Context: an optimization exercise on an open-source flow, tuned for small area, a short achievable clock period and few clock cycles per item. The choices shown serve that exercise and are no tape-out recipe.
In this exercise RTL edits were held to simulation tests only and were not proved equivalent to the original.
No activity file was given, so power comes from the tool's default toggle rates.

Setup of job 5524:
// mult_pipe_mac
module mult_pipe_mac #(
  parameter int AW    = 18,
  parameter int BW    = 18,
  parameter int LAT   = 3,
  parameter int GUARD = 8
) (
  input  logic                   clk,
  input  logic                   rst,
  input  logic                   in_valid,
  output logic                   in_ready,
  input  logic [AW-1:0]          in_a,
  input  logic [BW-1:0]          in_b,
  input  logic                   in_signed,
  input  logic [1:0]             in_mode,
  output logic                   out_valid,
  input  logic                   out_ready,
  output logic [AW+BW+GUARD-1:0] out_data,
  output logic                   out_ovf
);
==> flow/config.mk <==
export PLATFORM = sky130hd
export DESIGN_NAME = mult_pipe_mac
export DESIGN_NICKNAME = mult_pipe_mac
export VERILOG_FILES = /design/flow/design.v
export SDC_FILE = /design/flow/constraint.sdc
export NUM_CORES = 4
export LEC_CHECK = 0
export CAP_MARGIN = 20
export CORE_MARGIN = 2
export CORE_UTILIZATION = 50
export GPL_ROUTABILITY_DRIVEN = 0
export PLACE_DENSITY = 0.75
export SETUP_SLACK_MARGIN = 4.1
export SLEW_MARGIN = 20
export SYNTH_HIERARCHICAL = 1
==> flow/constraint.sdc <==
create_clock -name core_clock -period 8.0 [get_ports {clk}]
set_input_delay 1.6000 -clock core_clock [delete_from_list [all_inputs] [get_ports {clk}]]
set_output_delay 1.6000 -clock core_clock [all_outputs]
set_load 0.01 [all_outputs]
standard.sh (not shown) runs the stock make flow with config.mk's settings and CLKGATE_MAP_FILE= SYNTH_SCRIPT=/design/flow/synth_recipe.tcl, a recipe that flattens the netlist after the stock synthesis.
==> flow/flow/run.sh <==
#!/bin/bash
set -euo pipefail
W=$PWD
RES=$W/orfs/results/$FLOW_PLATFORM/mult_pipe_mac/base
export BUFFER_PORTS_ARGS="-buffer_cell sky130_fd_sc_hd__buf_2"
bash standard.sh synth > synth.log 2>&1
sed -i 's/\bsky130_fd_sc_hd__a22oi_2\b/sky130_fd_sc_hd__a22oi_1/' "$RES/1_2_yosys.v"
touch "$RES/1_2_yosys.v"
grep -c 'sky130_fd_sc_hd__a22oi_1' "$RES/1_2_yosys.v" > downsize.log 2>&1 || true
bash standard.sh finish > layout.log 2>&1
Testbench counts of job 5524, summed over its fixed seeds: cycles 32,024, items 32,000.
### job 5524 -> job 978
Settings: a deleted GPL_ROUTABILITY_DRIVEN that had been 0; a change of CORE_UTILIZATION from 50 to 60; a change of PLACE_DENSITY from 0.75 to 0.85.
--- outcome ---
Looking at normalized max-slew margin across both flows, job 978 is the stronger of the two, with job 5524 trailing. NOTE: worst setup slack in job 978 falls short of that of job 5524. Compare job 978 and job 5524 | area of placed instances lower: job 978. Compared job 978 vs job 5524, and internal reg-to-reg setup slack is down in job 978. Floorplan row count, job 978 vs job 5524: down by a little under 10%. Looking at job 978 and job 5524, the worst-case hold slack is a wash. Job 978 reports a higher non-clock buffer count than job 5524 does. Job 5524 has lower average via count per standard cell than job 978. Via count of the first global-routing pass (lower): job 5524.
--- input diff job 978..job 9576 ---
Settings: changing CORE_UTILIZATION from 60 to 40; removing PLACE_DENSITY (formerly 0.85).
==> flow/run.sh (new file) <==
#!/bin/bash
# synth_recipe.tcl (not shown) runs the flow's synth.tcl, then flattens the netlist and writes it again
# the make line also repeats each setting of config.mk as NAME=value (left out here)
make -C /OpenROAD-flow-scripts/flow DESIGN_CONFIG=/design/flow/config.mk WORK_HOME=/design/flow/orfs CLKGATE_MAP_FILE= SYNTH_SCRIPT=/design/flow/synth_recipe.tcl finish
removed: flow/flow/run.sh
removed: flow/standard.sh
### Flow results
- Fraction of power consumed by the clock network is lower on job 9576
- In the metrics for job 978 and job 9576, the one carrying the higher starting utilization of the core area is job 978.
- The first-pass GRT wire length in job 9576 sits 4600 microns above the value recorded for job 978.
- Design area for job 9576: 8.2% up relative to job 978
## Diff of input files: job 1323 against job 9576
Settings: an added PLACE_DENSITY of 0.75; a change of CORE_UTILIZATION from 40 to 50.
==> flow/flow/run.sh (new file) <==
#!/bin/bash
set -euo pipefail
W=$PWD
RES=$W/orfs/results/$FLOW_PLATFORM/mult_pipe_mac/base
export BUFFER_PORTS_ARGS="-buffer_cell sky130_fd_sc_hd__buf_2"
bash standard.sh synth > synth.log 2>&1
sed -i 's/\bsky130_fd_sc_hd__a22oi_2\b/sky130_fd_sc_hd__a22oi_1/' "$RES/1_2_yosys.v"
touch "$RES/1_2_yosys.v"
grep -c 'sky130_fd_sc_hd__a22oi_1' "$RES/1_2_yosys.v" > downsize.log 2>&1 || true
bash standard.sh finish > layout.log 2>&1
==> flow/standard.sh (new file) <==
#!/bin/bash
# synth_recipe.tcl (not shown) runs the flow's synth.tcl, then flattens the netlist and writes it again
# the make line also repeats each setting of config.mk as NAME=value (left out here)
make -C /OpenROAD-flow-scripts/flow DESIGN_CONFIG=/design/flow/config.mk WORK_HOME=/design/flow/orfs CLKGATE_MAP_FILE= SYNTH_SCRIPT=/design/flow/synth_recipe.tcl "${@:-finish}"
removed: flow/run.sh
==> comparison <==
Job 1323 ran to completion and came out clean on the timing, DRC and antenna checks.
Across both runs, first-iteration DRC count was higher for job 1323 than for job 9576.
Of job 1323 and job 9576, the run reporting the higher overall fraction of global-route tracks in use was job 1323.
Compared with job 9576, job 1323 shows a lower first-pass GRT wire length.

-- static timing again, ports no longer ideal --
No port has a modelled driver above. Below, the same layouts with a new extraction and two added sets of constraints. Step 1 sets driving cells, clkbuf_16 on the clock port and buf_2 on the other inputs (assumed; they add their load-dependent delay and slew). Step 2 adds t to the input delays and takes it off the output delays; t is the mean of the earliest and latest rising clock arrival at the registers after step 1. Input paths then give back, and output paths get back, about the clock's delay inside the block. Slacks: no drivers / after step 1 / after step 2; pairs: no drivers / after step 1.
| run | t, ns | setup WS [ns] | worst setup path after step 2 | slew at the worst register clock pin (ns) |
|---|---|---|---|---|
| job 5524 | 0.563 | 4.133 / 4.133 / 3.984 | input to register | 0.06 / 0.06 |
| job 978 | 0.579 | 4.057 / 4.057 / 4.057 | register to register | 0.07 / 0.07 |
| job 9576 | 0.568 | 4.090 / 4.090 / 3.979 | input to register | 0.07 / 0.07 |
| job 1323 | 0.569 | 4.103 / 4.103 / 3.892 | input to register | 0.06 / 0.06 |
After both steps setup and hold are still met in every run listed. For job 1323, which loses most, drivers alone change the setup slack by 0.000 ns; drivers and shift together by -0.211 ns.
